This is an optimization exercise on Yosys and OpenROAD, whose aim is a short achievable clock period and few clock cycles, not a production implementation.
Where RTL was checked, it was by simulation tests only, not by an equivalence proof against the original.
Only the layout flow was run in run 2; the RTL was not checked for function there.
Power is estimated from default activity; no workload was simulated.

===== design/flow/run.sh =====
#!/bin/bash
# synth_recipe.tcl (not shown) runs the flow's synth.tcl, then flattens the netlist and writes it again
# the make line also repeats each setting of config.mk as NAME=value (left out here)
make -C /OpenROAD-flow-scripts/flow DESIGN_CONFIG=/design/flow/config.mk WORK_HOME=/design/flow/orfs CLKGATE_MAP_FILE= SYNTH_SCRIPT=/design/flow/synth_recipe.tcl finish

===== design/flow/config.mk =====
export PLATFORM = sky130hd
export DESIGN_NAME = roi_crop_mosaic_address_gen_core
export DESIGN_NICKNAME = roi_crop_mosaic_address_gen_core
export VERILOG_FILES = /design/flow/design.v
export SDC_FILE = /design/flow/constraint.sdc
export NUM_CORES = 4
export LEC_CHECK = 0
export CAP_MARGIN = 20
export CORE_MARGIN = 2
export CORE_UTILIZATION = 30
export SLEW_MARGIN = 20

===== design/flow/constraint.sdc =====
create_clock -name core_clock -period 10.0 [get_ports {clk}]
set_input_delay 2.0000 -clock core_clock [delete_from_list [all_inputs] [get_ports {clk}]]
set_output_delay 2.0000 -clock core_clock [all_outputs]
set_load 0.01 [all_outputs]

===== design/flow/design.v =====
package rcmag_pkg;
    localparam int MAX_REGIONS = 200;
    localparam int ADDR_W      = 27;
    localparam logic [1:0] T_FRAME  = 2'd0;
    localparam logic [1:0] T_REGION = 2'd1;
    localparam logic [1:0] T_DROP   = 2'd2;
    localparam logic [1:0] KIND_TOP_LEFT = 2'd0;
    localparam logic [1:0] KIND_LUMA     = 2'd1;
    localparam logic [1:0] KIND_CHROMA   = 2'd2;
    localparam logic [1:0] KIND_CLEAR    = 2'd3;
endpackage
module rcmag_mac (
    input  logic [16:0] tab_a,
    input  logic [16:0] tab_b,
    output logic [20:0] res
);
    assign res = {4'd0, tab_a} + {tab_b, 4'd0};
endmodule
module rcmag_ctrl (
    input  logic          clk,
    input  logic          rst_n,
    input  logic [12:0]   cfg_w,
    input  logic [12:0]   cfg_h,
    input  logic [4:0]    cfg_scx,
    input  logic [4:0]    cfg_scy,
    input  logic [6:0]    cfg_cols,       
    input  logic [12:0]   cfg_nslots,     
    input  logic [16*17-1:0] cfg_mtab,    
    input  logic          i_v,
    input  logic          i_act,
    input  logic [47:0]   i_data,
    output logic          r_v,
    output logic          r_emit,         
    output logic          r_rows,         
    output logic [1:0]    r_kind,
    output logic          r_last,
    output logic [7:0]    r_slot,
    output logic [15:0]   r_tlx,
    output logic [15:0]   r_tly,
    output logic [26:0]   r_ls,
    output logic [26:0]   r_ld,
    output logic [26:0]   r_cs,
    output logic [26:0]   r_cd,
    output logic [5:0]    r_len,
    output logic [5:0]    r_nrows,
    output logic          r_y0odd
);
    logic [16:0] mtab [0:15];
    always_comb
        for (int k = 0; k < 16; k++)
            mtab[k] = cfg_mtab[k*17 +: 17];
    logic [7:0] cnt_reg;
    logic [5:0] col_reg, row_reg;
    logic [6:0] col_inc;
    logic       region_ok;
    assign col_inc   = {1'b0, col_reg} + 7'd1;
    assign region_ok = cnt_reg < 8'(rcmag_pkg::MAX_REGIONS);
    always_ff @(posedge clk or negedge rst_n)
    begin
        if (!rst_n)
        begin
            cnt_reg <= '0;
            col_reg <= '0;
            row_reg <= '0;
        end
        else if (i_v)
        begin
            if (!i_act)
            begin
                cnt_reg <= '0;
                col_reg <= '0;
                row_reg <= '0;
            end
            else if (region_ok)
            begin
                cnt_reg <= cnt_reg + 8'd1;
                if (col_inc >= cfg_cols)
                begin
                    col_reg <= '0;
                    if (row_reg != 6'd63)
                        row_reg <= row_reg + 6'd1;
                end
                else
                    col_reg <= col_inc[5:0];
            end
        end
    end
    logic        b_v;
    logic [1:0]  b_t;
    logic [7:0]  b_slot;
    logic [5:0]  b_col, b_row;
    logic [11:0] b_sx, b_sy;
    logic [12:0] sum_x, sum_y;
    assign sum_x = {1'b0, i_data[11:0]} + {1'b0, i_data[23:12]};
    assign sum_y = {1'b0, i_data[35:24]} + {1'b0, i_data[47:36]};
    always_ff @(posedge clk or negedge rst_n)
        if (!rst_n) b_v <= 1'b0;
        else        b_v <= i_v;
    always_ff @(posedge clk)
    begin
        b_t    <= !i_act ? rcmag_pkg::T_FRAME : (region_ok ? rcmag_pkg::T_REGION : rcmag_pkg::T_DROP);
        b_slot <= cnt_reg;
        b_col  <= col_reg;
        b_row  <= row_reg;
        b_sx   <= sum_x[12:1];
        b_sy   <= sum_y[12:1];
    end
    logic        c_v;
    logic [1:0]  c_t;
    logic [7:0]  c_slot;
    logic [5:0]  c_col;
    logic [12:0] c_rc;
    logic        c_room;
    logic [14:0] c_xlo, c_ylo;
    logic [13:0] c_xhi, c_yhi;
    always_ff @(posedge clk or negedge rst_n)
        if (!rst_n) c_v <= 1'b0;
        else        c_v <= b_v;
    always_ff @(posedge clk)
    begin
        c_t    <= b_t;
        c_slot <= b_slot;
        c_col  <= b_col;
        c_rc   <= 13'(b_row * cfg_cols);
        c_room <= {5'd0, b_slot} < cfg_nslots;
        c_xlo  <= 15'(b_sx * cfg_scx[2:0]);
        c_xhi  <= 14'(b_sx * cfg_scx[4:3]);
        c_ylo  <= 15'(b_sy * cfg_scy[2:0]);
        c_yhi  <= 14'(b_sy * cfg_scy[4:3]);
    end
    logic        d_v;
    logic [1:0]  d_t;
    logic [7:0]  d_slot;
    logic        d_room;
    logic [16:0] d_cx, d_cy;
    logic [26:0] d_ld, d_cd;
    always_ff @(posedge clk or negedge rst_n)
        if (!rst_n) d_v <= 1'b0;
        else        d_v <= c_v;
    always_ff @(posedge clk)
    begin
        d_t    <= c_t;
        d_slot <= c_slot;
        d_room <= c_room;
        d_cx   <= {2'd0, c_xlo} + {c_xhi, 3'd0};
        d_cy   <= {2'd0, c_ylo} + {c_yhi, 3'd0};
        d_ld   <= (c_t == rcmag_pkg::T_FRAME) ? {4'd0, cfg_nslots, 10'd0}
                                              : {4'd0, c_rc, 10'd0} + {16'd0, c_col, 5'd0};
        d_cd   <= {5'd0, c_rc, 9'd0} + {4'd0, cfg_nslots, 10'd0} + {16'd0, c_col, 5'd0};
    end
    logic        e_v;
    logic [1:0]  e_t;
    logic [7:0]  e_slot;
    logic        e_room;
    logic [16:0] e_x0, e_y0;
    logic [17:0] e_x1r, e_y1r;
    logic [15:0] e_tlx, e_tly;
    logic [26:0] e_ld, e_cd;
    logic [16:0] x0c, y0c;
    assign x0c = (d_cx >= 17'd16) ? d_cx - 17'd16 : 17'd0;
    assign y0c = (d_cy >= 17'd16) ? d_cy - 17'd16 : 17'd0;
    always_ff @(posedge clk or negedge rst_n)
        if (!rst_n) e_v <= 1'b0;
        else        e_v <= d_v;
    always_ff @(posedge clk)
    begin
        e_t    <= d_t;
        e_slot <= d_slot;
        e_room <= d_room;
        e_x0   <= x0c;
        e_y0   <= y0c;
        e_x1r  <= {1'b0, d_cx} + 18'd16;
        e_y1r  <= {1'b0, d_cy} + 18'd16;
        e_tlx  <= x0c[16] ? 16'hFFFF : x0c[15:0];
        e_tly  <= y0c[16] ? 16'hFFFF : y0c[15:0];
        e_ld   <= d_ld;
        e_cd   <= d_cd;
    end
    logic        f_v;
    logic [1:0]  f_t;
    logic [7:0]  f_slot;
    logic        f_active;
    logic [15:0] f_tlx, f_tly;
    logic [26:0] f_ld, f_cd;
    logic [12:0] f_x0, f_y0;
    logic [13:0] f_q;
    logic [5:0]  f_len, f_nrows;
    logic [17:0] x1c, y1c;
    logic        nx, ny;
    assign x1c = (e_x1r > {5'd0, cfg_w}) ? {5'd0, cfg_w} : e_x1r;
    assign y1c = (e_y1r > {5'd0, cfg_h}) ? {5'd0, cfg_h} : e_y1r;
    assign nx  = {4'd0, cfg_w} > e_x0;
    assign ny  = {4'd0, cfg_h} > e_y0;
    always_ff @(posedge clk or negedge rst_n)
        if (!rst_n) f_v <= 1'b0;
        else        f_v <= e_v;
    always_ff @(posedge clk)
    begin
        f_t      <= e_t;
        f_slot   <= e_slot;
        f_active <= e_room && nx && ny;
        f_tlx    <= e_tlx;
        f_tly    <= e_tly;
        f_ld     <= e_ld;
        f_cd     <= e_cd;
        f_x0     <= e_x0[12:0];
        f_y0     <= e_y0[12:0];
        f_q      <= {2'd0, e_y0[12:1]} + {1'b0, cfg_h} + {13'd0, e_y0[0]};
        f_len    <= x1c[5:0] - e_x0[5:0];
        f_nrows  <= y1c[5:0] - e_y0[5:0];
    end
    logic        g_v;
    logic [1:0]  g_t;
    logic [7:0]  g_slot;
    logic        g_active, g_y0odd;
    logic [15:0] g_tlx, g_tly;
    logic [26:0] g_ld, g_cd;
    logic [12:0] g_x0;
    logic [5:0]  g_len, g_nrows;
    logic [20:0] g_a1, g_a2, g_b1, g_b2;
    logic [20:0] a1, a2, b1, b2;
    rcmag_mac u_a1 (.tab_a(mtab[f_y0[3:0]]),  .tab_b(mtab[f_y0[7:4]]),          .res(a1));
    rcmag_mac u_a2 (.tab_a(mtab[f_y0[11:8]]), .tab_b(mtab[{3'd0, f_y0[12]}]),   .res(a2));
    rcmag_mac u_b1 (.tab_a(mtab[f_q[3:0]]),   .tab_b(mtab[f_q[7:4]]),           .res(b1));
    rcmag_mac u_b2 (.tab_a(mtab[f_q[11:8]]),  .tab_b(mtab[{2'd0, f_q[13:12]}]), .res(b2));
    always_ff @(posedge clk or negedge rst_n)
        if (!rst_n) g_v <= 1'b0;
        else        g_v <= f_v;
    always_ff @(posedge clk)
    begin
        g_t      <= f_t;
        g_slot   <= f_slot;
        g_active <= f_active;
        g_y0odd  <= f_y0[0];
        g_tlx    <= f_tlx;
        g_tly    <= f_tly;
        g_ld     <= f_ld;
        g_cd     <= f_cd;
        g_x0     <= f_x0;
        g_len    <= f_len;
        g_nrows  <= f_nrows;
        g_a1     <= a1;
        g_a2     <= a2;
        g_b1     <= b1;
        g_b2     <= b2;
    end
    logic        is_frame, is_region;
    assign is_frame  = g_t == rcmag_pkg::T_FRAME;
    assign is_region = g_t == rcmag_pkg::T_REGION;
    always_ff @(posedge clk or negedge rst_n)
        if (!rst_n) r_v <= 1'b0;
        else        r_v <= g_v;
    always_ff @(posedge clk)
    begin
        r_emit  <= is_frame || is_region;
        r_rows  <= is_region && g_active;
        r_kind  <= is_frame ? rcmag_pkg::KIND_CLEAR : rcmag_pkg::KIND_TOP_LEFT;
        r_last  <= is_frame || !g_active;
        r_slot  <= is_frame ? 8'd0 : g_slot;
        r_tlx   <= is_frame ? 16'd0 : g_tlx;
        r_tly   <= is_frame ? 16'd0 : g_tly;
        r_ls    <= 27'({6'd0, g_a1} + {g_a2, 8'd0} + {14'd0, g_x0});
        r_cs    <= 27'({6'd0, g_b1} + {g_b2, 8'd0} + {14'd0, g_x0});
        r_ld    <= g_ld;
        r_cd    <= g_cd;
        r_len   <= g_len;
        r_nrows <= g_nrows;
        r_y0odd <= g_y0odd;
    end
endmodule
module roi_crop_mosaic_address_gen_core (
    input  logic         clk,
    input  logic         rst_n,
    input  logic         s_tvalid,
    output logic         s_tready,
    input  logic [47:0]  s_tdata,   
    input  logic         s_tuser,   
    output logic         m_tvalid,
    input  logic         m_tready,
    output logic [103:0] m_tdata,   
    output logic [1:0]   m_tuser,   
    output logic         m_tlast,
    input  logic         cfg_valid,
    output logic         cfg_ready,
    input  logic [2:0]   cfg_index,
    input  logic [12:0]  cfg_data
);
    localparam int FIFO_N = 4;
    logic        cw_v;
    logic [2:0]  cw_idx;
    logic [12:0] cw_data;
    logic [12:0] cfg_w, cfg_h;
    logic [4:0]  cfg_scx, cfg_scy;
    logic [6:0]  cfg_cols, cfg_rows;
    logic [12:0] cfg_nslots;
    logic [11:0] cfg_mw;
    logic [16*17-1:0] cfg_mtab;
    assign cfg_ready = 1'b1;
    function automatic logic [6:0] clamp_tiles(input logic [6:0] v);
        if (v == 7'd0)
            clamp_tiles = 7'd1;
        else if (v > 7'd64)
            clamp_tiles = 7'd64;
        else
            clamp_tiles = v;
    endfunction
    always_ff @(posedge clk or negedge rst_n)
        if (!rst_n) cw_v <= 1'b0;
        else        cw_v <= cfg_valid;
    always_ff @(posedge clk)
    begin
        cw_idx  <= cfg_index;
        cw_data <= cfg_data;
    end
    always_ff @(posedge clk or negedge rst_n)
    begin
        if (!rst_n)
        begin
            cfg_w    <= 13'd3840;
            cfg_h    <= 13'd2160;
            cfg_scx  <= 5'd8;
            cfg_scy  <= 5'd8;
            cfg_cols <= 7'd20;
            cfg_rows <= 7'd20;
        end
        else if (cw_v)
        begin
            case (cw_idx)
                3'd0: cfg_w    <= cw_data;
                3'd1: cfg_h    <= cw_data;
                3'd2: cfg_scx  <= cw_data[4:0];
                3'd3: cfg_scy  <= cw_data[4:0];
                3'd4: cfg_cols <= clamp_tiles(cw_data[6:0]);
                3'd5: cfg_rows <= clamp_tiles(cw_data[6:0]);
                default: ;
            endcase
        end
    end
    always_ff @(posedge clk)
    begin
        cfg_nslots <= 13'(cfg_cols * cfg_rows);
        cfg_mw     <= {cfg_cols[6:0], 5'd0};
        for (int k = 0; k < 16; k++)
            cfg_mtab[k*17 +: 17] <= 17'(k * cfg_w);
    end
    logic        i_v, i_act;
    logic [47:0] i_data;
    logic [2:0]  occ;
    logic        pop;
    logic [2:0]  occ_np;
    logic        take;
    assign take   = s_tvalid && s_tready;
    assign occ_np = occ - {2'd0, pop};
    always_ff @(posedge clk or negedge rst_n)
    begin
        if (!rst_n)
        begin
            i_v      <= 1'b0;
            occ      <= '0;
            s_tready <= 1'b1;
        end
        else
        begin
            i_v      <= take;
            occ      <= take ? occ_np + 3'd1 : occ_np;
            s_tready <= take ? (occ_np < 3'(FIFO_N - 1)) : (occ_np < 3'(FIFO_N));
        end
    end
    always_ff @(posedge clk)
    begin
        if (s_tready)
        begin
            i_act  <= s_tuser;
            i_data <= s_tdata;
        end
    end
    logic        r_v, r_emit, r_rows, r_last, r_y0odd;
    logic [1:0]  r_kind;
    logic [7:0]  r_slot;
    logic [15:0] r_tlx, r_tly;
    logic [26:0] r_ls, r_ld, r_cs, r_cd;
    logic [5:0]  r_len, r_nrows;
    rcmag_ctrl u_ctrl (
        .clk        (clk),
        .rst_n      (rst_n),
        .cfg_w      (cfg_w),
        .cfg_h      (cfg_h),
        .cfg_scx    (cfg_scx),
        .cfg_scy    (cfg_scy),
        .cfg_cols   (cfg_cols),
        .cfg_nslots (cfg_nslots),
        .cfg_mtab   (cfg_mtab),
        .i_v        (i_v),
        .i_act      (i_act),
        .i_data     (i_data),
        .r_v        (r_v),
        .r_emit     (r_emit),
        .r_rows     (r_rows),
        .r_kind     (r_kind),
        .r_last     (r_last),
        .r_slot     (r_slot),
        .r_tlx      (r_tlx),
        .r_tly      (r_tly),
        .r_ls       (r_ls),
        .r_ld       (r_ld),
        .r_cs       (r_cs),
        .r_cd       (r_cd),
        .r_len      (r_len),
        .r_nrows    (r_nrows),
        .r_y0odd    (r_y0odd)
    );
    localparam int REC_W = 1 + 1 + 2 + 1 + 8 + 16 + 16 + 4*27 + 6 + 6 + 1;
    logic [REC_W-1:0] fifo_mem [0:FIFO_N-1];
    logic [1:0]       wp, rp;
    logic [2:0]       fcnt;
    logic [REC_W-1:0] head;
    logic             h_emit, h_rows, h_last, h_y0odd;
    logic [1:0]       h_kind;
    logic [7:0]       h_slot;
    logic [15:0]      h_tlx, h_tly;
    logic [26:0]      h_ls, h_ld, h_cs, h_cd;
    logic [5:0]       h_len, h_nrows;
    always_ff @(posedge clk)
        if (r_v)
            fifo_mem[wp] <= {r_emit, r_rows, r_kind, r_last, r_slot, r_tlx, r_tly,
                             r_ls, r_ld, r_cs, r_cd, r_len, r_nrows, r_y0odd};
    always_ff @(posedge clk or negedge rst_n)
    begin
        if (!rst_n)
        begin
            wp   <= '0;
            rp   <= '0;
            fcnt <= '0;
        end
        else
        begin
            if (r_v)
                wp <= wp + 2'd1;
            if (pop)
                rp <= rp + 2'd1;
            fcnt <= fcnt + {2'd0, r_v} - {2'd0, pop};
        end
    end
    assign head = fifo_mem[rp];
    assign {h_emit, h_rows, h_kind, h_last, h_slot, h_tlx, h_tly,
            h_ls, h_ld, h_cs, h_cd, h_len, h_nrows, h_y0odd} = head;
    logic        busy, ph_c, hodd, rem1;
    logic [5:0]  rem;
    logic [7:0]  e_slot;
    logic [5:0]  e_len;
    logic [26:0] lsrc, ldst, csrc, cdst;
    logic        adv, push, e_lastrow;
    logic        sk_v, o_v;
    logic [1:0]  e_kind;
    logic        e_last;
    logic [7:0]  e_oslot;
    logic [26:0] e_src, e_dst;
    logic [5:0]  e_olen;
    logic [15:0] e_tlx, e_tly;
    assign adv       = !sk_v;
    assign pop       = adv && !busy && (fcnt != 3'd0);
    assign push      = adv && (busy || ((fcnt != 3'd0) && h_emit));
    assign e_lastrow = rem1 && (ph_c || hodd);
    always_comb
    begin
        if (busy)
        begin
            e_kind  = ph_c ? rcmag_pkg::KIND_CHROMA : rcmag_pkg::KIND_LUMA;
            e_last  = e_lastrow;
            e_oslot = e_slot;
            e_src   = ph_c ? csrc : lsrc;
            e_dst   = ph_c ? cdst : ldst;
            e_olen  = e_len;
            e_tlx   = '0;
            e_tly   = '0;
        end
        else
        begin
            e_kind  = h_kind;
            e_last  = h_last;
            e_oslot = h_slot;
            e_src   = '0;
            e_dst   = (h_kind == rcmag_pkg::KIND_CLEAR) ? h_ld : '0;
            e_olen  = '0;
            e_tlx   = h_tlx;
            e_tly   = h_tly;
        end
    end
    always_ff @(posedge clk or negedge rst_n)
    begin
        if (!rst_n)
            busy <= 1'b0;
        else if (adv)
        begin
            if (busy)
                busy <= !e_lastrow;
            else if (fcnt != 3'd0)
                busy <= h_rows;
        end
    end
    always_ff @(posedge clk)
    begin
        if (adv)
        begin
            if (busy)
            begin
                if (ph_c)
                begin
                    csrc <= csrc + {14'd0, cfg_w};
                    cdst <= cdst + {15'd0, cfg_mw};
                    ph_c <= 1'b0;
                    hodd <= 1'b1;
                    rem  <= rem - 6'd1;
                    rem1 <= rem == 6'd2;
                end
                else
                begin
                    lsrc <= lsrc + {14'd0, cfg_w};
                    ldst <= ldst + {15'd0, cfg_mw};
                    if (!hodd)
                        ph_c <= 1'b1;
                    else
                    begin
                        hodd <= 1'b0;
                        rem  <= rem - 6'd1;
                        rem1 <= rem == 6'd2;
                    end
                end
            end
            else
            begin
                lsrc   <= h_ls;
                ldst   <= h_ld;
                csrc   <= h_cs;
                cdst   <= h_cd;
                e_slot <= h_slot;
                e_len  <= h_len;
                rem    <= h_nrows;
                rem1   <= h_nrows == 6'd1;
                hodd   <= h_y0odd;
                ph_c   <= 1'b0;
            end
        end
    end
    logic        o_load;
    logic [1:0]  o_kind, sk_kind;
    logic        o_last, sk_last;
    logic [7:0]  o_slot, sk_slot;
    logic [26:0] o_src, o_dst, sk_src, sk_dst;
    logic [5:0]  o_len, sk_len;
    logic [15:0] o_tlx, o_tly, sk_tlx, sk_tly;
    assign o_load = !o_v || m_tready;
    always_ff @(posedge clk or negedge rst_n)
    begin
        if (!rst_n)
        begin
            o_v  <= 1'b0;
            sk_v <= 1'b0;
        end
        else
        begin
            if (o_load)
                o_v <= sk_v || push;
            sk_v <= sk_v ? !o_load : (push && !o_load);
        end
    end
    always_ff @(posedge clk)
    begin
        if (!sk_v)
        begin
            sk_kind <= e_kind;
            sk_last <= e_last;
            sk_slot <= e_oslot;
            sk_src  <= e_src;
            sk_dst  <= e_dst;
            sk_len  <= e_olen;
            sk_tlx  <= e_tlx;
            sk_tly  <= e_tly;
        end
        if (o_load)
        begin
            o_kind <= sk_v ? sk_kind : e_kind;
            o_last <= sk_v ? sk_last : e_last;
            o_slot <= sk_v ? sk_slot : e_oslot;
            o_src  <= sk_v ? sk_src  : e_src;
            o_dst  <= sk_v ? sk_dst  : e_dst;
            o_len  <= sk_v ? sk_len  : e_olen;
            o_tlx  <= sk_v ? sk_tlx  : e_tlx;
            o_tly  <= sk_v ? sk_tly  : e_tly;
        end
    end
    assign m_tvalid = o_v;
    assign m_tuser  = o_kind;
    assign m_tlast  = o_last;
    assign m_tdata  = {4'd0, o_tly, o_tlx, o_len, o_dst, o_src, o_slot};
endmodule

==> flow_metrics.env, run 1 <==
export IMPL_crit_family="simple AND/OR/NAND/NOR gates"
export IMPL_r2r_cells=14
export IMPL_dp_cells=12060
export IMPL_coreArea_um2=312200
export IMPL_synthFlopType="dfxtp_1"
export IMPL_grt_max_degree=123
export IMPL_vias=65490
export IMPL_met1_usage=0.2394
export IMPL_p_per_area_nw_per_um2=376.0
export IMPL_area_growth_pct=14.56
export IMPL_grt_busiest_layer="met2"
export IMPL_seqPwrFrac=0.378
export IMPL_largest_register_ffs=600
export IMPL_clock_path_buffers=4
export IMPL_leakage_nw=42.13
export IMPL_finalSetupTns_ns=0
export IMPL_slew_headroom=0.1300
export IMPL_htree_levels=4
export IMPL_use_met3=0.04824
export IMPL_finalWirelength_um=293400
export IMPL_cts_sinks=2057
export IMPL_cts_clk_slew_worst_paths_ns=0.06
export IMPL_async_flop_share=0.04521
export IMPL_die_w_um=564.3
export IMPL_crit_fanout=13
export IMPL_power_share_clock=0.195
export IMPL_cp_start_kind="flop"
export IMPL_cp_slowest_cell="nor2_1"
export IMPL_cp_depth=14
export IMPL_synth_seq_area_share=0.5351
export IMPL_slew_violations=0
export IMPL_synthCells=7991
export IMPL_path_class="reg2reg"
export IMPL_post_cts_resized=0
export IMPL_r2r_slack_ns=5.56
export IMPL_synth_area_um2=94200
export IMPL_cts_tree="built"
export IMPL_nFillCells=30390
export IMPL_holdBufCountCts=0
export IMPL_max_slew_worst_pin_slew_ns=1.300
export IMPL_rsz0062_at_grt="false"
export IMPL_vias_per_cell=5.256
export IMPL_grt_use_met2=0.2718
export IMPL_globalplace_congestion=0.9469
export IMPL_fin_nets=8908
export IMPL_p_int_mw=23.68
export IMPL_row_count=205
export IMPL_crit_buf_inv=0
export IMPL_max_freq_mhz=225.3
export IMPL_syn_avg_cell_area_um2=11.79
export IMPL_antenna_left=0
export IMPL_cp_required_ns=10.78
export IMPL_worstHoldPathCells=0
export IMPL_drive_above_1_share=0.09921
export IMPL_cp_common_cell="nor2_1"
export IMPL_numCtsBuffers=211
export IMPL_skew_ns=0.06667
export IMPL_grt_pass1_vias=65300
export IMPL_dieArea_um2=318500
export IMPL_synth_edf_count=873
export IMPL_antenna_found_initial=26
export IMPL_fin_cells=12460
export IMPL_hold_viol=0
export IMPL_yosys_register_bits=2057
export IMPL_initial_utilization=0.3018
export IMPL_finalCritPeriodShare=0.4438
export IMPL_p_switching_mw=16.89
export IMPL_routedWlPerCell_um=23.55
export IMPL_synth_distinct_cells=95
export IMPL_track_usage=0.1792
export IMPL_cts_root_buffer="clkbuf_16"
export IMPL_hpwl_um=198900
export IMPL_endpoint_kind="flop"
export IMPL_worstPathArrival_ns=5.22
export IMPL_drtIter0Drc=6977
export IMPL_drc_errors=0
export IMPL_maxCapViolCount=0
export IMPL_reg_top3="fifo_mem (600), cfg_mtab (111), i_data (48)"
export IMPL_post_cts_buffers=0
export IMPL_hp_class="reg2reg"
export IMPL_drtPass1Iterations=14
export IMPL_ios=180
export IMPL_regMostFlops="fifo_mem"
export IMPL_cp_cell_sequence="nand2b_1 > nor2_1 > a221oi_1 > and3_1 > nand4_1 > ha_1 > fa_1 > a211oi_1 > o21ai_0 > nand3_1 > a31oi_1 > nor2_1 > nor3_1 > xor2_1"
export IMPL_yosys_warnings=4
export IMPL_die_h_um=564.3
export IMPL_port_buffers=174
export IMPL_outcome="timing/DRC/antenna clean"
export IMPL_layout_min_cycle_time_ns=4.438
export IMPL_overflow=0
export IMPL_comb_power_share=0.427
export IMPL_swShare=0.4164
export IMPL_cpPeakStageDelay_ns=0.97
export IMPL_finalSetupViolCount=0
export IMPL_ir_worst_vdd_mv=0.2541
export IMPL_grt_pass1_wl_um=430000
export IMPL_clkLatencyLatePin_ns=0.88
==> cells in the mapped netlist, types with 72 or more instances <==
| library cell | instances | area share |
|---|---|---|
| dfxtp_1 | 1091 | 0.23 |
| a21oi_1 | 312 | 0.017 |
| a21o_1 | 114 | 0.0091 |
| a221oi_1 | 85 | 0.0079 |
| nor2_1 | 346 | 0.014 |
| ha_1 | 548 | 0.073 |
| and2_1 | 190 | 0.013 |
| mux2i_1 | 93 | 0.0099 |
| nand3_1 | 127 | 0.0067 |
| edfxtp_1 | 873 | 0.28 |
| o21ai_0 | 364 | 0.019 |
| and3_1 | 95 | 0.0063 |
| xnor2_1 | 271 | 0.025 |
| fa_1 | 158 | 0.034 |
| nand2_1 | 583 | 0.023 |
| xor2_1 | 129 | 0.012 |
| inv_1 | 402 | 0.016 |
| nor3_1 | 123 | 0.0065 |
| dfrtp_1 | 78 | 0.021 |
| a22oi_1 | 239 | 0.019 |
| nand2b_1 | 86 | 0.0057 |
| mux4_2 | 164 | 0.039 |
| a22o_1 | 133 | 0.012 |
| o21a_1 | 72 | 0.0057 |
| nor2b_1 | 123 | 0.0082 |
| clkbuf_1 | 320 | 0.013 |
| nand4_1 | 102 | 0.0068 |
==> placed cells by master (no fill, tap or decap), drive strengths merged, types with 59 or more instances in the layout <==
| cell | n |
|---|---|
| nand2 | 583 |
| a221oi | 85 |
| nand3 | 128 |
| nor3 | 123 |
| buf | 146 |
| clkdlybuf4s50 | 173 |
| dfxtp | 1091 |
| nand4 | 102 |
| xor2 | 129 |
| fa | 158 |
| a21o | 116 |
| dfrtp | 78 |
| nor2b | 123 |
| inv | 426 |
| a21oi | 312 |
| xnor2 | 271 |
| clkbuf | 289 |
| edfxtp | 873 |
| a22oi | 239 |
| and3 | 95 |
| o21ai | 367 |
| nand2b | 86 |
| mux2i | 93 |
| mux2 | 65 |
| and2 | 190 |
| ha | 548 |
| o21a | 72 |
| a22o | 133 |
| a222oi | 59 |
| mux4 | 164 |
| nor2 | 347 |
==> cells by family (layout without fill, tap and decap cells) <==
| kind of cell | count (synthesis) | in the layout | synth area share |
|---|---|---|---|
| XOR/XNOR | 400 | 400 | 0.03719 |
| multiplexers | 322 | 322 | 0.05686 |
| buffers and inverters | 799 | 1110 | 0.03262 |
| flip-flops | 2057 | 2057 | 0.5351 |
| other | 2 | 19 | 0.00007973 |
| AO/OA/AOI/OAI | 1790 | 1790 | 0.1308 |
| AND/OR/NAND/NOR | 1915 | 1915 | 0.1010 |
| adder cells (fa/ha/maj) | 706 | 706 | 0.1064 |
==> final timing paths <==
| check | startpoint | end |
|---|---|---|
| setup / recovery | u_ctrl.f_y0[0] | u_ctrl.g_a1[20] |
| hold / removal | u_ctrl.e_ld[22] | u_ctrl.f_ld[22] |
| setup reg to reg | u_ctrl.f_y0[0] | u_ctrl.g_a1[20] |
| hold reg to reg | u_ctrl.e_ld[22] | u_ctrl.f_ld[22] |
| max in group asynchronous | rst_n | cfg_h[2] |
| min in group asynchronous | rst_n | u_ctrl.cnt_reg[6] |
==> per-layer routing <==
metal	vias to the layer above	part of all wire
li1	29630	-
met1	32190	0.43
met2	2875	0.43
met3	782	0.087
met4	12	0.048
met5	-	0.00028
==> area by class of cell <==
class	instances	area, um^2	area share
inverter	404	1521	0.01410
clock buffer	289	6023	0.05582
tap	4140	5180	0.04800
clock inverter	98	960.9	0.008905
timing repair buffer	319	2898	0.02685
antenna	13	32.53	0.0003015
sequential	2057	50440	0.4674
multi-input combinational	5139	40850	0.3786
==> stage by stage <==
step / cell area, um^2 / util / hold WS, ns / power [mW] / setup slack, ns
2_1_floorplan: 94210 / - / 0.3096 / 25.52 / 4.987
3_3_place_gp: 100800 / 0.3230 / 0.3109 / 32.03 / 5.516
3_5_place_dp: 100900 / 0.3231 / 0.3121 / 32.33 / 5.551
4_1_cts: 107900 / 0.3455 / 0.2793 / 40.38 / 5.583
5_1_grt: 107900 / 0.3456 / 0.3020 / 42.76 / 5.326
6_report: 107900 / 0.3457 / 0.2921 / 40.57 / 5.562
==> power by group through the flow <==
stage / logic (mW) / registers, mW / clock network, mW
after floorplan: 11.9 / 13.6 / 0
after global placement: 16.8 / 15.3 / 0
after detailed placement: 17.0 / 15.4 / 0
after CTS: 17.1 / 15.2 / 8.11
after global routing: 18.8 / 15.5 / 8.44
final: 17.3 / 15.3 / 7.92
==> worst reg2reg max path, cell delays in order (launching register included) <==
cell and delay [ns]:
dfxtp_1 0.64, nand2b_1 0.26, nor2_1 0.97, a221oi_1 0.22
and3_1 0.21, nand4_1 0.08, ha_1 0.27, fa_1 0.28
a211oi_1 0.12, o21ai_0 0.40, nand3_1 0.19, a31oi_1 0.27
nor2_1 0.10, nor3_1 0.23, xor2_1 0.16
Testbench counts, summed over its fixed seeds: cycles 75,828.
==> inputs of run 2 (changes only) <==
--- a/design/flow/design.v
+++ b/design/flow/design.v
@@ -111,4 +111,3 @@
     logic [5:0]  c_col;
-    logic [12:0] c_rc;
-    logic        c_room;
+    logic [9:0]  c_rclo, c_rchi;
     logic [14:0] c_xlo, c_ylo;
@@ -123,4 +122,4 @@
         c_col  <= b_col;
-        c_rc   <= 13'(b_row * cfg_cols);
-        c_room <= {5'd0, b_slot} < cfg_nslots;
+        c_rclo <= 10'(b_row[2:0] * cfg_cols);
+        c_rchi <= 10'(b_row[5:3] * cfg_cols);
         c_xlo  <= 15'(b_sx * cfg_scx[2:0]);
@@ -133,5 +132,6 @@
     logic [7:0]  d_slot;
+    logic [5:0]  d_col;
     logic        d_room;
     logic [16:0] d_cx, d_cy;
-    logic [26:0] d_ld, d_cd;
+    logic [12:0] d_rc;
     always_ff @(posedge clk or negedge rst_n)
@@ -143,8 +143,7 @@
         d_slot <= c_slot;
-        d_room <= c_room;
+        d_col  <= c_col;
+        d_room <= {5'd0, c_slot} < cfg_nslots;
         d_cx   <= {2'd0, c_xlo} + {c_xhi, 3'd0};
         d_cy   <= {2'd0, c_ylo} + {c_yhi, 3'd0};
-        d_ld   <= (c_t == rcmag_pkg::T_FRAME) ? {4'd0, cfg_nslots, 10'd0}
-                                              : {4'd0, c_rc, 10'd0} + {16'd0, c_col, 5'd0};
-        d_cd   <= {5'd0, c_rc, 9'd0} + {4'd0, cfg_nslots, 10'd0} + {16'd0, c_col, 5'd0};
+        d_rc   <= {3'd0, c_rclo} + {c_rchi, 3'd0};
     end
@@ -157,6 +156,7 @@
     logic [15:0] e_tlx, e_tly;
-    logic [26:0] e_ld, e_cd;
+    logic [23:0] e_ld;
+    logic [22:0] e_cda;
     logic [16:0] x0c, y0c;
-    assign x0c = (d_cx >= 17'd16) ? d_cx - 17'd16 : 17'd0;
-    assign y0c = (d_cy >= 17'd16) ? d_cy - 17'd16 : 17'd0;
+    assign x0c = (d_cx[16:4] != 13'd0) ? {d_cx[16:4] - 13'd1, d_cx[3:0]} : 17'd0;
+    assign y0c = (d_cy[16:4] != 13'd0) ? {d_cy[16:4] - 13'd1, d_cy[3:0]} : 17'd0;
     always_ff @(posedge clk or negedge rst_n)
@@ -175,4 +175,4 @@
         e_tly  <= y0c[16] ? 16'hFFFF : y0c[15:0];
-        e_ld   <= d_ld;
-        e_cd   <= d_cd;
+        e_ld   <= {1'b0, d_rc, 10'd0} + {13'd0, d_col, 5'd0};
+        e_cda  <= {1'b0, d_rc, 9'd0} + {12'd0, d_col, 5'd0};
     end
@@ -186,9 +186,4 @@
     logic [13:0] f_q;
-    logic [5:0]  f_len, f_nrows;
-    logic [17:0] x1c, y1c;
-    logic        nx, ny;
-    assign x1c = (e_x1r > {5'd0, cfg_w}) ? {5'd0, cfg_w} : e_x1r;
-    assign y1c = (e_y1r > {5'd0, cfg_h}) ? {5'd0, cfg_h} : e_y1r;
-    assign nx  = {4'd0, cfg_w} > e_x0;
-    assign ny  = {4'd0, cfg_h} > e_y0;
+    logic [17:0] f_x1r, f_y1r;
+    logic        f_x1gt, f_y1gt;
     always_ff @(posedge clk or negedge rst_n)
@@ -200,7 +195,7 @@
         f_slot   <= e_slot;
-        f_active <= e_room && nx && ny;
+        f_active <= e_room && ({4'd0, cfg_w} > e_x0) && ({4'd0, cfg_h} > e_y0);
         f_tlx    <= e_tlx;
         f_tly    <= e_tly;
-        f_ld     <= e_ld;
-        f_cd     <= e_cd;
+        f_ld     <= (e_t == rcmag_pkg::T_FRAME) ? {4'd0, cfg_nslots, 10'd0} : {3'd0, e_ld};
+        f_cd     <= {4'd0, e_cda} + {4'd0, cfg_nslots, 10'd0};
         f_x0     <= e_x0[12:0];
@@ -208,4 +203,6 @@
         f_q      <= {2'd0, e_y0[12:1]} + {1'b0, cfg_h} + {13'd0, e_y0[0]};
-        f_len    <= x1c[5:0] - e_x0[5:0];
-        f_nrows  <= y1c[5:0] - e_y0[5:0];
+        f_x1r    <= e_x1r;
+        f_y1r    <= e_y1r;
+        f_x1gt   <= e_x1r > {5'd0, cfg_w};
+        f_y1gt   <= e_y1r > {5'd0, cfg_h};
     end
@@ -219,8 +216,6 @@
     logic [5:0]  g_len, g_nrows;
-    logic [20:0] g_a1, g_a2, g_b1, g_b2;
-    logic [20:0] a1, a2, b1, b2;
-    rcmag_mac u_a1 (.tab_a(mtab[f_y0[3:0]]),  .tab_b(mtab[f_y0[7:4]]),          .res(a1));
-    rcmag_mac u_a2 (.tab_a(mtab[f_y0[11:8]]), .tab_b(mtab[{3'd0, f_y0[12]}]),   .res(a2));
-    rcmag_mac u_b1 (.tab_a(mtab[f_q[3:0]]),   .tab_b(mtab[f_q[7:4]]),           .res(b1));
-    rcmag_mac u_b2 (.tab_a(mtab[f_q[11:8]]),  .tab_b(mtab[{2'd0, f_q[13:12]}]), .res(b2));
+    logic [16:0] g_pa0, g_pa1, g_pa2, g_pa3, g_pb0, g_pb1, g_pb2, g_pb3;
+    logic [5:0]  x1c, y1c;
+    assign x1c = f_x1gt ? cfg_w[5:0] : f_x1r[5:0];
+    assign y1c = f_y1gt ? cfg_h[5:0] : f_y1r[5:0];
     always_ff @(posedge clk or negedge rst_n)
@@ -239,15 +234,54 @@
         g_x0     <= f_x0;
-        g_len    <= f_len;
-        g_nrows  <= f_nrows;
-        g_a1     <= a1;
-        g_a2     <= a2;
-        g_b1     <= b1;
-        g_b2     <= b2;
+        g_len    <= x1c - f_x0[5:0];
+        g_nrows  <= y1c - f_y0[5:0];
+        g_pa0    <= mtab[f_y0[3:0]];
+        g_pa1    <= mtab[f_y0[7:4]];
+        g_pa2    <= mtab[f_y0[11:8]];
+        g_pa3    <= f_y0[12] ? mtab[1] : 17'd0;
+        g_pb0    <= mtab[f_q[3:0]];
+        g_pb1    <= mtab[f_q[7:4]];
+        g_pb2    <= mtab[f_q[11:8]];
+        g_pb3    <= mtab[{2'd0, f_q[13:12]}];
+    end
+    logic        h_v;
+    logic [1:0]  h_t;
+    logic [7:0]  h_slot;
+    logic        h_active, h_y0odd;
+    logic [15:0] h_tlx, h_tly;
+    logic [26:0] h_ld, h_cd;
+    logic [12:0] h_x0;
+    logic [5:0]  h_len, h_nrows;
+    logic [20:0] h_a1, h_a2, h_b1, h_b2;
+    logic [20:0] a1, a2, b1, b2;
+    rcmag_mac u_a1 (.tab_a(g_pa0), .tab_b(g_pa1), .res(a1));
+    rcmag_mac u_a2 (.tab_a(g_pa2), .tab_b(g_pa3), .res(a2));
+    rcmag_mac u_b1 (.tab_a(g_pb0), .tab_b(g_pb1), .res(b1));
+    rcmag_mac u_b2 (.tab_a(g_pb2), .tab_b(g_pb3), .res(b2));
+    always_ff @(posedge clk or negedge rst_n)
+        if (!rst_n) h_v <= 1'b0;
+        else        h_v <= g_v;
+    always_ff @(posedge clk)
+    begin
+        h_t      <= g_t;
+        h_slot   <= g_slot;
+        h_active <= g_active;
+        h_y0odd  <= g_y0odd;
+        h_tlx    <= g_tlx;
+        h_tly    <= g_tly;
+        h_ld     <= g_ld;
+        h_cd     <= g_cd;
+        h_x0     <= g_x0;
+        h_len    <= g_len;
+        h_nrows  <= g_nrows;
+        h_a1     <= a1;
+        h_a2     <= a2;
+        h_b1     <= b1;
+        h_b2     <= b2;
     end
     logic        is_frame, is_region;
-    assign is_frame  = g_t == rcmag_pkg::T_FRAME;
-    assign is_region = g_t == rcmag_pkg::T_REGION;
+    assign is_frame  = h_t == rcmag_pkg::T_FRAME;
+    assign is_region = h_t == rcmag_pkg::T_REGION;
     always_ff @(posedge clk or negedge rst_n)
         if (!rst_n) r_v <= 1'b0;
-        else        r_v <= g_v;
+        else        r_v <= h_v;
     always_ff @(posedge clk)
@@ -255,15 +289,15 @@
         r_emit  <= is_frame || is_region;
-        r_rows  <= is_region && g_active;
+        r_rows  <= is_region && h_active;
         r_kind  <= is_frame ? rcmag_pkg::KIND_CLEAR : rcmag_pkg::KIND_TOP_LEFT;
-        r_last  <= is_frame || !g_active;
-        r_slot  <= is_frame ? 8'd0 : g_slot;
-        r_tlx   <= is_frame ? 16'd0 : g_tlx;
-        r_tly   <= is_frame ? 16'd0 : g_tly;
-        r_ls    <= 27'({6'd0, g_a1} + {g_a2, 8'd0} + {14'd0, g_x0});
-        r_cs    <= 27'({6'd0, g_b1} + {g_b2, 8'd0} + {14'd0, g_x0});
-        r_ld    <= g_ld;
-        r_cd    <= g_cd;
-        r_len   <= g_len;
-        r_nrows <= g_nrows;
-        r_y0odd <= g_y0odd;
+        r_last  <= is_frame || !h_active;
+        r_slot  <= is_frame ? 8'd0 : h_slot;
+        r_tlx   <= is_frame ? 16'd0 : h_tlx;
+        r_tly   <= is_frame ? 16'd0 : h_tly;
+        r_ls    <= 27'({6'd0, h_a1} + {h_a2, 8'd0} + {14'd0, h_x0});
+        r_cs    <= 27'({6'd0, h_b1} + {h_b2, 8'd0} + {14'd0, h_x0});
+        r_ld    <= h_ld;
+        r_cd    <= h_cd;
+        r_len   <= h_len;
+        r_nrows <= h_nrows;
+        r_y0odd <= h_y0odd;
     end
@@ -288,5 +322,2 @@
     localparam int FIFO_N = 4;
-    logic        cw_v;
-    logic [2:0]  cw_idx;
-    logic [12:0] cw_data;
     logic [12:0] cfg_w, cfg_h;
@@ -296,2 +327,4 @@
     logic [11:0] cfg_mw;
+    logic [9:0]  ns_lo, ns_hi;
+    logic [14:0] cfg_w3;
     logic [16*17-1:0] cfg_mtab;
@@ -306,10 +339,11 @@
     endfunction
-    always_ff @(posedge clk or negedge rst_n)
-        if (!rst_n) cw_v <= 1'b0;
-        else        cw_v <= cfg_valid;
-    always_ff @(posedge clk)
-    begin
-        cw_idx  <= cfg_index;
-        cw_data <= cfg_data;
-    end
+    function automatic logic [16:0] w_times(input logic [1:0] j, input logic [12:0] w,
+                                            input logic [14:0] w3);
+        case (j)
+            2'd0: w_times = 17'd0;
+            2'd1: w_times = {4'd0, w};
+            2'd2: w_times = {3'd0, w, 1'b0};
+            default: w_times = {2'd0, w3};
+        endcase
+    endfunction
     always_ff @(posedge clk or negedge rst_n)
@@ -325,11 +359,11 @@
         end
-        else if (cw_v)
+        else if (cfg_valid)
         begin
-            case (cw_idx)
-                3'd0: cfg_w    <= cw_data;
-                3'd1: cfg_h    <= cw_data;
-                3'd2: cfg_scx  <= cw_data[4:0];
-                3'd3: cfg_scy  <= cw_data[4:0];
-                3'd4: cfg_cols <= clamp_tiles(cw_data[6:0]);
-                3'd5: cfg_rows <= clamp_tiles(cw_data[6:0]);
+            case (cfg_index)
+                3'd0: cfg_w    <= cfg_data;
+                3'd1: cfg_h    <= cfg_data;
+                3'd2: cfg_scx  <= cfg_data[4:0];
+                3'd3: cfg_scy  <= cfg_data[4:0];
+                3'd4: cfg_cols <= clamp_tiles(cfg_data[6:0]);
+                3'd5: cfg_rows <= clamp_tiles(cfg_data[6:0]);
                 default: ;
@@ -338,8 +372,12 @@
     end
+    assign cfg_mw = {cfg_cols[6:0], 5'd0};
     always_ff @(posedge clk)
     begin
-        cfg_nslots <= 13'(cfg_cols * cfg_rows);
-        cfg_mw     <= {cfg_cols[6:0], 5'd0};
+        ns_lo      <= 10'(cfg_cols * cfg_rows[2:0]);
+        ns_hi      <= 10'(cfg_cols * cfg_rows[6:3]);
+        cfg_nslots <= {3'd0, ns_lo} + {ns_hi, 3'd0};
+        cfg_w3     <= {2'd0, cfg_w} + {1'b0, cfg_w, 1'b0};
         for (int k = 0; k < 16; k++)
-            cfg_mtab[k*17 +: 17] <= 17'(k * cfg_w);
+            cfg_mtab[k*17 +: 17] <= (w_times(2'(k >> 2), cfg_w, cfg_w3) << 2)
+                                    + w_times(2'(k & 3), cfg_w, cfg_w3);
     end
==> design/flow/flow/run.sh (new file) <==
#!/bin/bash
# Standard layout, with timing repair aimed at a tighter target than the clock period so that
# the resizer keeps improving paths that already meet 10 ns. Constraints are unchanged.
set -euo pipefail
bash standard.sh SETUP_SLACK_MARGIN=7 finish > standard_flow.log 2>&1
==> design/flow/standard.sh (new file) <==
#!/bin/bash
# synth_recipe.tcl (not shown) runs the flow's synth.tcl, then flattens the netlist and writes it again
# the make line also repeats each setting of config.mk as NAME=value (left out here)
make -C /OpenROAD-flow-scripts/flow DESIGN_CONFIG=/design/flow/config.mk WORK_HOME=/design/flow/orfs CLKGATE_MAP_FILE= SYNTH_SCRIPT=/design/flow/synth_recipe.tcl "${@:-finish}"
removed: design/flow/run.sh
==> run 2 against run 1 <==
Global-route usage fell by 0.83 points. Total power rose by 3.2%. Worst setup slack improved by 0.80 ns. Register-to-register slack improved by 1.3 ns. Sequential share of layout area rose by 2.5 points. Critical path type is now reg2out.
==> flow_metrics.env, run 2 <==
export IMPL_hp_class="reg2reg"
export IMPL_min_to="u_ctrl.r_ld[5]"
export IMPL_synth_edf_count=869
export IMPL_regMostFlops="fifo_mem"
export IMPL_mostFrequentLayoutCells="dfxtp_1 (1313), edfxtp_1 (869), nand2_1 (551)"
export IMPL_cp_start_kind="flop"
export IMPL_worstReg2RegStart="cfg_w[0]"
export IMPL_cts_sinks=2298
export IMPL_die_h_um=568.7
export IMPL_cts_clk_slew_worst_paths_ns=0.06
export IMPL_cp_cell_sequence="buf_6"
export IMPL_path_class="reg2out"
export IMPL_worstPathArrival_ns=1.64
export IMPL_min_from="u_ctrl.h_ld[5]"
export IMPL_grt_pass1_vias=64000
export IMPL_routedWlPerCell_um=22.81
export IMPL_drtIter0Drc=6845
export IMPL_area_growth_pct=17.38
export IMPL_initial_utilization=0.3013
export IMPL_timing_rr_end="lsrc[22]"
export IMPL_holdBufCountCts=0
export IMPL_slew_violations=0
export IMPL_detailedPlace_worstSlack_ns=5.730
export IMPL_finalSetupTns_ns=0
export IMPL_wl_met1_um=126600
export IMPL_startpoint="s_tready"
export IMPL_synth_area_um2=95660
export IMPL_ir_worst_vdd_mv=0.1822
export IMPL_clkLatencyLatePin_ns=0.91
export IMPL_dp_cells=12020
export IMPL_cp_slowest_cell="dfstp_4"
export IMPL_finalCritPeriodShare=0.3639
export IMPL_finalWirelength_um=286800
export IMPL_synth_most_common_cell="dfxtp_1"
export IMPL_drive_above_1_share=0.1489
export IMPL_cpPeakStageDelay_ns=0.68
export IMPL_htree_levels=4
export IMPL_worstHoldPathCells=0
export IMPL_rsz0062_at_grt="true"
export IMPL_r2r_slack_ns=6.91
export IMPL_top_layer="met5"
export IMPL_cts_root_buffer="clkbuf_16"
export IMPL_leakage_nw=43.58
export IMPL_maxCapViolCount=0
export IMPL_max_freq_mhz=274.8
export IMPL_grt_max_degree=127
export IMPL_yosys_register_bits=2298
export IMPL_fin_nets=8877
export IMPL_p_per_area_nw_per_um2=372.7
export IMPL_ios=180
export IMPL_dieArea_um2=323400
export IMPL_row_count=207
export IMPL_vias_per_cell=5.125
export IMPL_globalplace_congestion=0.9337
export IMPL_crit_buf_inv=1
export IMPL_antenna_left=0
export IMPL_reg_top3="fifo_mem (596), cfg_mtab (129), i_data (48)"
export IMPL_slew_headroom=0.1342
export IMPL_antenna_found_initial=42
export IMPL_vias=64430
export IMPL_largest_register_ffs=596
export IMPL_cts_tree="built"
export IMPL_cp_required_ns=8.00
export IMPL_routed_wl_met2_um=120700
export IMPL_synth_top_area_share=0.2796
export IMPL_syn_avg_cell_area_um2=12.17
export IMPL_r2r_cells=12
export IMPL_crit_fanout=3
export IMPL_crit_family="flip-flops"
export IMPL_max_slew_worst_pin_slew_ns=1.292
export IMPL_setup_slack_ns=6.361
export IMPL_ys_top_cells_by_count="dfxtp_1 (1336), edfxtp_1 (869), nand2_1 (558)"
export IMPL_overflow=0
export IMPL_endpoint_kind="output port"
export IMPL_synth_distinct_cells=89
export IMPL_outcome="timing/DRC/antenna clean"
export IMPL_track_usage=0.1709
export IMPL_met3WireLength_um=27220
export IMPL_drtPass1Iterations=13
export IMPL_coreArea_um2=317500
export IMPL_hold_viol=0
export IMPL_clock_path_buffers=4
export IMPL_synthCells=7858
export IMPL_port_buffers=174
export IMPL_die_w_um=568.7
export IMPL_synthTopCellsByArea="dfxtp_1 (28%), edfxtp_1 (27%), ha_1 (7.0%)"
export IMPL_grt_pass1_wl_um=418400
export IMPL_fin_cells=12570
export IMPL_synthFlopType="dfxtp_1"
export IMPL_synth_seq_area_share=0.5769
export IMPL_yosys_warnings=3
export IMPL_numCtsBuffers=230
export IMPL_async_flop_share=0.04047
export IMPL_skew_ns=0.1203
export IMPL_finalSetupViolCount=0
export IMPL_hpwl_um=194800
export IMPL_power_mw=41.85
export IMPL_drc_errors=0
export IMPL_layout_min_cycle_time_ns=3.639
export IMPL_final_common_cell="dfxtp_1"
export IMPL_synth_area_leader_cell="dfxtp_1"
export IMPL_whs_ns=0.2351
==> run 2: changes by cell type after synthesis, sizes merged, moves of 29 or more <==
cell,previous run,this run
dfxtp,1091,1336
a22oi,239,289
inv,404,373
and2,190,129
a31oi,56,23
a21oi,312,260
fa,158,93
clkbuf,321,282
a21o,116,87
xnor2,271,314
==> run 2: kinds of logic (layout without fill, tap and decap cells) <==
group                      after synthesis  after routing  share of synthesized area
AOI/OAI and AO/OA                     1667           1667                     0.1215
xor gates and xnor gates               468            468                    0.04285
adders and majority gates              626            626                    0.08917
buffers and inverters                  703           1220                    0.02804
DFF                                   2298           2298                     0.5769
muxes                                  275            275                    0.04902
other                                    2             17                 0.00007850
and+or+nand+nor                       1819           1822                    0.09242
==> run 2: layout make-up <==
class / count / area (um^2)
Antenna cell: 12 / 30.03
Clock buffer: 338 / 6888
Clock inverter: 94 / 1033
Fill cell: 30570 / 205200
Inverter: 373 / 1416
Multi-Input combinational cell: 4863 / 38880
Sequential cell: 2298 / 55280
Tap cell: 4180 / 5230
Timing Repair Buffer: 415 / 3527
==> run 2: worst max-delay path by stage <==
| stage | to | depth (start not counted) |
|---|---|---|
| after CTS | s_tready | 1 |
| final | s_tready | 1 |
| after global routing | s_tready | 1 |
| after detailed placement | o_src[22] | 3 |
| after global placement | o_src[25] | 3 |
| after floorplan | o_dst[0] | 1 |
==> run 2: timing repair <==
item                       in CTS  in global routing
setup endpoints to repair     584                332
gates resized for setup       552                193
pin swaps                      27                 97
cloned                          4                  1
buffers inserted               55                 52
==> run 2: report_power, final <==
group	internal (mW)	total (mW)	switching, mW
sequential	13.7	17.1	3.36
clock	5.14	8.80	3.66
combinational	6.62	16.0	9.34
total	25.5	41.9	16.4
==> run 2: layer usage <==
layer,vias up,track usage
met5,-,0
met4,36,0.06704
met3,792,0.04922
met2,2817,0.2555
met1,31390,0.2318
li1,29400,-
==> run 2: per-stage QoR <==
stage,utilization,area [um^2]
2_1_floorplan,-,95740
3_3_place_gp,0.3233,102700
3_5_place_dp,0.3235,102700
4_1_cts,0.3496,111000
5_1_grt,0.3535,112300
6_report,0.3536,112300
==> inputs of run 3 (changes only) <==
--- a/design/flow/design.v
+++ b/design/flow/design.v
@@ -152,2 +152,4 @@
     logic [7:0]  e_slot;
+    logic [5:0]  e_col;
+    logic [12:0] e_rc;
     logic        e_room;
@@ -155,5 +157,2 @@
     logic [17:0] e_x1r, e_y1r;
-    logic [15:0] e_tlx, e_tly;
-    logic [23:0] e_ld;
-    logic [22:0] e_cda;
     logic [16:0] x0c, y0c;
@@ -168,2 +167,4 @@
         e_slot <= d_slot;
+        e_col  <= d_col;
+        e_rc   <= d_rc;
         e_room <= d_room;
@@ -173,6 +174,2 @@
         e_y1r  <= {1'b0, d_cy} + 18'd16;
-        e_tlx  <= x0c[16] ? 16'hFFFF : x0c[15:0];
-        e_tly  <= y0c[16] ? 16'hFFFF : y0c[15:0];
-        e_ld   <= {1'b0, d_rc, 10'd0} + {13'd0, d_col, 5'd0};
-        e_cda  <= {1'b0, d_rc, 9'd0} + {12'd0, d_col, 5'd0};
     end
@@ -181,5 +178,6 @@
     logic [7:0]  f_slot;
+    logic [5:0]  f_col;
+    logic [12:0] f_rc;
     logic        f_active;
-    logic [15:0] f_tlx, f_tly;
-    logic [26:0] f_ld, f_cd;
+    logic [3:0]  f_x0hi, f_y0hi;
     logic [12:0] f_x0, f_y0;
@@ -195,7 +193,7 @@
         f_slot   <= e_slot;
+        f_col    <= e_col;
+        f_rc     <= e_rc;
         f_active <= e_room && ({4'd0, cfg_w} > e_x0) && ({4'd0, cfg_h} > e_y0);
-        f_tlx    <= e_tlx;
-        f_tly    <= e_tly;
-        f_ld     <= (e_t == rcmag_pkg::T_FRAME) ? {4'd0, cfg_nslots, 10'd0} : {3'd0, e_ld};
-        f_cd     <= {4'd0, e_cda} + {4'd0, cfg_nslots, 10'd0};
+        f_x0hi   <= e_x0[16:13];
+        f_y0hi   <= e_y0[16:13];
         f_x0     <= e_x0[12:0];
@@ -212,5 +210,6 @@
     logic        g_active, g_y0odd;
-    logic [15:0] g_tlx, g_tly;
-    logic [26:0] g_ld, g_cd;
-    logic [12:0] g_x0;
+    logic [3:0]  g_x0hi, g_y0hi;
+    logic [26:0] g_ld;
+    logic [22:0] g_cda;
+    logic [12:0] g_x0, g_y0;
     logic [5:0]  g_len, g_nrows;
@@ -229,7 +228,9 @@
         g_y0odd  <= f_y0[0];
-        g_tlx    <= f_tlx;
-        g_tly    <= f_tly;
-        g_ld     <= f_ld;
-        g_cd     <= f_cd;
+        g_x0hi   <= f_x0hi;
+        g_y0hi   <= f_y0hi;
+        g_ld     <= (f_t == rcmag_pkg::T_FRAME) ? {4'd0, cfg_nslots, 10'd0}
+                                                : {4'd0, f_rc, 10'd0} + {16'd0, f_col, 5'd0};
+        g_cda    <= {1'b0, f_rc, 9'd0} + {12'd0, f_col, 5'd0};
         g_x0     <= f_x0;
+        g_y0     <= f_y0;
         g_len    <= x1c - f_x0[5:0];
@@ -249,5 +250,5 @@
     logic        h_active, h_y0odd;
-    logic [15:0] h_tlx, h_tly;
+    logic [3:0]  h_x0hi, h_y0hi;
     logic [26:0] h_ld, h_cd;
-    logic [12:0] h_x0;
+    logic [12:0] h_x0, h_y0;
     logic [5:0]  h_len, h_nrows;
@@ -268,7 +269,8 @@
         h_y0odd  <= g_y0odd;
-        h_tlx    <= g_tlx;
-        h_tly    <= g_tly;
+        h_x0hi   <= g_x0hi;
+        h_y0hi   <= g_y0hi;
         h_ld     <= g_ld;
-        h_cd     <= g_cd;
+        h_cd     <= {4'd0, g_cda} + {4'd0, cfg_nslots, 10'd0};
         h_x0     <= g_x0;
+        h_y0     <= g_y0;
         h_len    <= g_len;
@@ -293,4 +295,4 @@
         r_slot  <= is_frame ? 8'd0 : h_slot;
-        r_tlx   <= is_frame ? 16'd0 : h_tlx;
-        r_tly   <= is_frame ? 16'd0 : h_tly;
+        r_tlx   <= is_frame ? 16'd0 : (h_x0hi[3] ? 16'hFFFF : {h_x0hi[2:0], h_x0});
+        r_tly   <= is_frame ? 16'd0 : (h_y0hi[3] ? 16'hFFFF : {h_y0hi[2:0], h_y0});
         r_ls    <= 27'({6'd0, h_a1} + {h_a2, 8'd0} + {14'd0, h_x0});
@@ -321,3 +323,3 @@
 );
-    localparam int FIFO_N = 4;
+    localparam int FIFO_N = 2;
     logic [12:0] cfg_w, cfg_h;
@@ -397,3 +399,3 @@
             occ      <= '0;
-            s_tready <= 1'b1;
+            s_tready <= 1'b0;
         end
@@ -451,3 +453,3 @@
     logic [REC_W-1:0] fifo_mem [0:FIFO_N-1];
-    logic [1:0]       wp, rp;
+    logic             wp, rp;
     logic [2:0]       fcnt;
@@ -475,5 +477,5 @@
             if (r_v)
-                wp <= wp + 2'd1;
+                wp <= !wp;
             if (pop)
-                rp <= rp + 2'd1;
+                rp <= !rp;
             fcnt <= fcnt + {2'd0, r_v} - {2'd0, pop};
@@ -583,8 +585,8 @@
     logic        o_load;
-    logic [1:0]  o_kind, sk_kind;
-    logic        o_last, sk_last;
-    logic [7:0]  o_slot, sk_slot;
-    logic [26:0] o_src, o_dst, sk_src, sk_dst;
-    logic [5:0]  o_len, sk_len;
-    logic [15:0] o_tlx, o_tly, sk_tlx, sk_tly;
+    logic [1:0]  o_kind, oh_kind, sk_kind, n_kind;
+    logic        o_last, oh_last, sk_last, n_last;
+    logic [7:0]  o_slot, oh_slot, sk_slot, n_slot;
+    logic [26:0] o_src, o_dst, oh_src, oh_dst, sk_src, sk_dst, n_src, n_dst;
+    logic [5:0]  o_len, oh_len, sk_len, n_len;
+    logic [15:0] o_tlx, o_tly, oh_tlx, oh_tly, sk_tlx, sk_tly, n_tlx, n_tly;
     assign o_load = !o_v || m_tready;
@@ -604,2 +606,10 @@
     end
+    assign n_kind = sk_v ? sk_kind : e_kind;
+    assign n_last = sk_v ? sk_last : e_last;
+    assign n_slot = sk_v ? sk_slot : e_oslot;
+    assign n_src  = sk_v ? sk_src  : e_src;
+    assign n_dst  = sk_v ? sk_dst  : e_dst;
+    assign n_len  = sk_v ? sk_len  : e_olen;
+    assign n_tlx  = sk_v ? sk_tlx  : e_tlx;
+    assign n_tly  = sk_v ? sk_tly  : e_tly;
     always_ff @(posedge clk)
@@ -619,11 +629,19 @@
         begin
-            o_kind <= sk_v ? sk_kind : e_kind;
-            o_last <= sk_v ? sk_last : e_last;
-            o_slot <= sk_v ? sk_slot : e_oslot;
-            o_src  <= sk_v ? sk_src  : e_src;
-            o_dst  <= sk_v ? sk_dst  : e_dst;
-            o_len  <= sk_v ? sk_len  : e_olen;
-            o_tlx  <= sk_v ? sk_tlx  : e_tlx;
-            o_tly  <= sk_v ? sk_tly  : e_tly;
-        end
+            oh_kind <= n_kind;
+            oh_last <= n_last;
+            oh_slot <= n_slot;
+            oh_src  <= n_src;
+            oh_dst  <= n_dst;
+            oh_len  <= n_len;
+            oh_tlx  <= n_tlx;
+            oh_tly  <= n_tly;
+        end
+        o_kind <= o_load ? n_kind : oh_kind;
+        o_last <= o_load ? n_last : oh_last;
+        o_slot <= o_load ? n_slot : oh_slot;
+        o_src  <= o_load ? n_src  : oh_src;
+        o_dst  <= o_load ? n_dst  : oh_dst;
+        o_len  <= o_load ? n_len  : oh_len;
+        o_tlx  <= o_load ? n_tlx  : oh_tlx;
+        o_tly  <= o_load ? n_tly  : oh_tly;
     end
--- a/design/flow/config.mk
+++ b/design/flow/config.mk
@@ -9,3 +9,5 @@
 export CORE_MARGIN = 2
-export CORE_UTILIZATION = 30
+export CORE_UTILIZATION = 40
+export CTS_CLUSTER_DIAMETER = 100
+export CTS_CLUSTER_SIZE = 30
 export SLEW_MARGIN = 20
==> run 3 against run 2 <==
Count of clock-buffer cells in the layout decreased by 221. Final area decreased by 18%. Worst setup slack improved by 0.18 ns. First-iteration DRC count decreased by 9.2%. Die area decreased by 35%. Global-route usage increased by 4.8 points. Largest cell class unchanged. Largest power group is now combinational logic. Highest routed layer unchanged.
==> flow_metrics.env, run 3 <==
export IMPL_cts_clk_slew_worst_paths_ns=0.11
export IMPL_synth_top_area_share=0.2946
export IMPL_drive_above_1_share=0.09262
export IMPL_track_usage=0.2192
export IMPL_antenna_found_initial=27
export IMPL_endpoint_kind="output port"
export IMPL_cts_sinks=1884
export IMPL_synth_distinct_cells=92
export IMPL_die_h_um=459.7
export IMPL_yosys_warnings=3
export IMPL_utilization=0.4436
export IMPL_path_class="reg2out"
export IMPL_ir_worst_vdd_mv=0.1609
export IMPL_min_from="u_ctrl.g_active"
export IMPL_final_common_cell="dfxtp_1"
export IMPL_ios=180
export IMPL_row_count=167
export IMPL_drtPass1Iterations=9
export IMPL_cp_slowest_cell="dfrtp_2"
export IMPL_routedWlPerCell_um=22.82
export IMPL_cp_required_ns=8.00
export IMPL_drtIter0Drc=6212
export IMPL_clock_path_buffers=3
export IMPL_vias=58860
export IMPL_synthTopCellsByArea="dfxtp_1 (29%), edfxtp_1 (21%), ha_1 (8.0%)"
export IMPL_worstHoldPathCells=0
export IMPL_r2r_slack_ns=6.99
export IMPL_synth_area_leader_cell="dfxtp_1"
export IMPL_synthFlopType="dfxtp_1"
export IMPL_holdBufCountCts=0
export IMPL_layout_min_cycle_time_ns=3.463
export IMPL_comb_power_share=0.444
export IMPL_numCtsBuffers=79
export IMPL_async_flop_share=0.04830
export IMPL_grt_pass1_wl_um=357000
export IMPL_antenna_left=0
export IMPL_cp_cell_sequence="buf_12 > buf_6"
export IMPL_die_w_um=459.7
export IMPL_fin_nets=8407
export IMPL_worstReg2RegStart="u_ctrl.f_q[10]"
export IMPL_hp_class="reg2reg"
export IMPL_max_slew_worst_pin_slew_ns=1.242
export IMPL_timing_rr_end="u_ctrl.g_pb2[13]"
export IMPL_regMostFlops="fifo_mem"
export IMPL_syn_avg_cell_area_um2=10.95
export IMPL_overflow=0
export IMPL_initial_utilization=0.4019
export IMPL_min_to="u_ctrl.h_active"
export IMPL_coreArea_um2=206700
export IMPL_mostFrequentLayoutCells="dfxtp_1 (1201), edfxtp_1 (571), nand2_1 (521)"
export IMPL_area_growth_pct=10.38
export IMPL_largest_register_ffs=298
export IMPL_htree_levels=3
export IMPL_outcome="timing/DRC/antenna clean"
export IMPL_clkLatencyLatePin_ns=0.77
export IMPL_whs_ns=0.3070
export IMPL_finalSetupTns_ns=0
export IMPL_swShare=0.4257
export IMPL_synth_most_common_cell="dfxtp_1"
export IMPL_ys_top_cells_by_count="dfxtp_1 (1222), edfxtp_1 (571), ha_1 (531)"
export IMPL_seqPwrFrac=0.430
export IMPL_cts_tree="built"
export IMPL_leakage_nw=36.55
export IMPL_grt_max_degree=100
export IMPL_r2r_cells=7
export IMPL_yosys_register_bits=1884
export IMPL_worstPathArrival_ns=1.46
export IMPL_cts_root_buffer="clkbuf_16"
export IMPL_cpPeakStageDelay_ns=0.45
export IMPL_vias_per_cell=5.614
export IMPL_cp_start_kind="flop"
export IMPL_synthCells=7583
export IMPL_max_freq_mhz=288.8
export IMPL_finalWirelength_um=239300
export IMPL_grt_pass1_vias=57580
export IMPL_port_buffers=174
export IMPL_finalSetupViolCount=0
export IMPL_p_switching_mw=13.85
export IMPL_skew_ns=0.04407
export IMPL_synth_edf_count=571
export IMPL_hold_viol=0
export IMPL_synth_seq_area_share=0.5286
export IMPL_power_mw=32.52
export IMPL_slew_headroom=0.1712
export IMPL_nFillCells=19050
export IMPL_hpwl_um=173400
export IMPL_globalplace_congestion=0.9569
export IMPL_power_share_clock=0.126
export IMPL_synth_area_um2=83050
export IMPL_p_int_mw=18.68
export IMPL_dieArea_um2=211300
export IMPL_crit_fanout=2
export IMPL_rsz0062_at_grt="true"
export IMPL_reg_top3="fifo_mem (298), cfg_mtab (129), i_data (48)"
export IMPL_slew_violations=0
export IMPL_finalCritPeriodShare=0.3463
export IMPL_maxCapViolCount=0
export IMPL_drc_errors=0
export IMPL_p_per_area_nw_per_um2=354.8
[run 3: changes by cell type in the layout (fill, tap and decap cells not counted), sizes merged, moves of 58 or more]
cell	previous run	this run
edfxtp	869	571
clkbuf	340	118
mux4	149	0
dfxtp	1336	1222
a21oi	260	346
mux2i	68	138
a211oi	21	80
nor2	360	418
[run 3: kinds of logic after synthesis]
family | count (synthesis) | share of synthesized area
flops | 1884 | 0.5286
simple gates | 1866 | 0.1099
compound gates | 1814 | 0.1500
buf+inv | 714 | 0.03275
fa+ha+maj | 624 | 0.1024
xor+xnor | 456 | 0.04809
mux | 223 | 0.02816
other cells | 2 | 0.00009043
[run 3: layer usage]
| metal | vias to the layer above | routed length, um | global-route usage |
|---|---|---|---|
| li1 | 27630 | - | - |
| met1 | 28200 | 109600 | 0.3104 |
| met2 | 2448 | 102100 | 0.3352 |
| met3 | 562 | 19050 | 0.04311 |
| met4 | 24 | 8375 | 0.07045 |
| met5 | - | 151 | 0 |
[run 3: metrics by stage]
| stage | instances | setup slack [ns] | area (um^2) |
|---|---|---|---|
| finish | 10480 | 6.537 | 91670 |
| global route | 10480 | 6.464 | 91660 |
| CTS | 10450 | 6.469 | 90980 |
| detailed placement | 10260 | 5.743 | 88090 |
| global placement | 10260 | 5.848 | 88040 |
| floorplan | 7586 | 6.824 | 83120 |
[run 3: power groups by stage]
stage	logic [mW]	registers, mW	clock network (mW)
6_report	14.4	14.0	4.09
5_1_grt	15.9	14.2	4.47
4_1_cts	14.0	13.8	4.23
3_5_place_dp	13.7	14.1	0
2_1_floorplan	10.1	12.4	0
3_3_place_gp	13.5	14.0	0
[run 3: repair_timing]
action / CTS / global route
gates cloned: 4 / 0
gates resized for setup: 513 / 117
pin swaps: 15 / 45
endpoints found under the setup margin: 462 / 242
setup buffers: 44 / 31
[run 3: worst max-delay path, delay by kind of cell, from the launching register on]
kind / cells / cell delay (ns)
buf+inv: 2 / 0.25
flops: 1 / 0.45
[run 3: layout make-up]
type,instances,area (um^2),share of cell area
Sequential cell,1884,43990,0.4798
Timing Repair Buffer,374,2993,0.03265
Clock buffer,117,2182,0.02380
Tap cell,2704,3383,0.03691
Clock inverter,25,410.4,0.004477
Antenna cell,6,15.01,0.0001638
Inverter,384,1450,0.01582
Multi-Input combinational cell,4990,37250,0.4064
[run 3: worst max path at each step]
stage / from / to / slack (ns) / depth (start not counted)
global placement: sk_v / oh_src[21] / 5.85 / 4
finish: s_tready / s_tready / 6.54 / 2
floorplan: m_tready / oh_dst[0] / 6.82 / 1
global route: s_tready / s_tready / 6.46 / 2
detailed placement: sk_v / oh_src[23] / 5.74 / 4
CTS: s_tready / s_tready / 6.47 / 2
Testbench counts of run 3, summed over its fixed seeds: cycles 75,836.

re-timing with driven ports:
No port has a modelled driver above. Below, the same layouts with a new extraction and two added sets of constraints. Step 1, drivers: a clkbuf_16 drives clk and a buf_2 each remaining input, both assumed. Step 2 moves the port delays by t, midway between the first and last clock arrival at a register: inputs arrive t later, outputs are due t later. That takes back most of the time a late clock gives input paths. a / b / c = no drivers / after step 1 / after step 2; a / b = the first two.
run	t (ns)	setup WS [ns]	worst hold slack (ns)	slew at the worst register clock pin (ns)
run 1	0.939	5.562 / 5.562 / 5.562	0.292 / 0.292 / 0.292	0.08 / 0.08
run 2	0.946	6.361 / 6.270 / 6.238	0.235 / 0.235 / 0.235	0.07 / 0.07
run 3	0.830	6.537 / 6.456 / 6.195	0.307 / 0.307 / 0.307	0.12 / 0.12
After both steps every run listed still meets setup and hold. The setup slack of run 3, which loses most, moves by -0.081 ns with the drivers and by -0.342 ns with both steps.
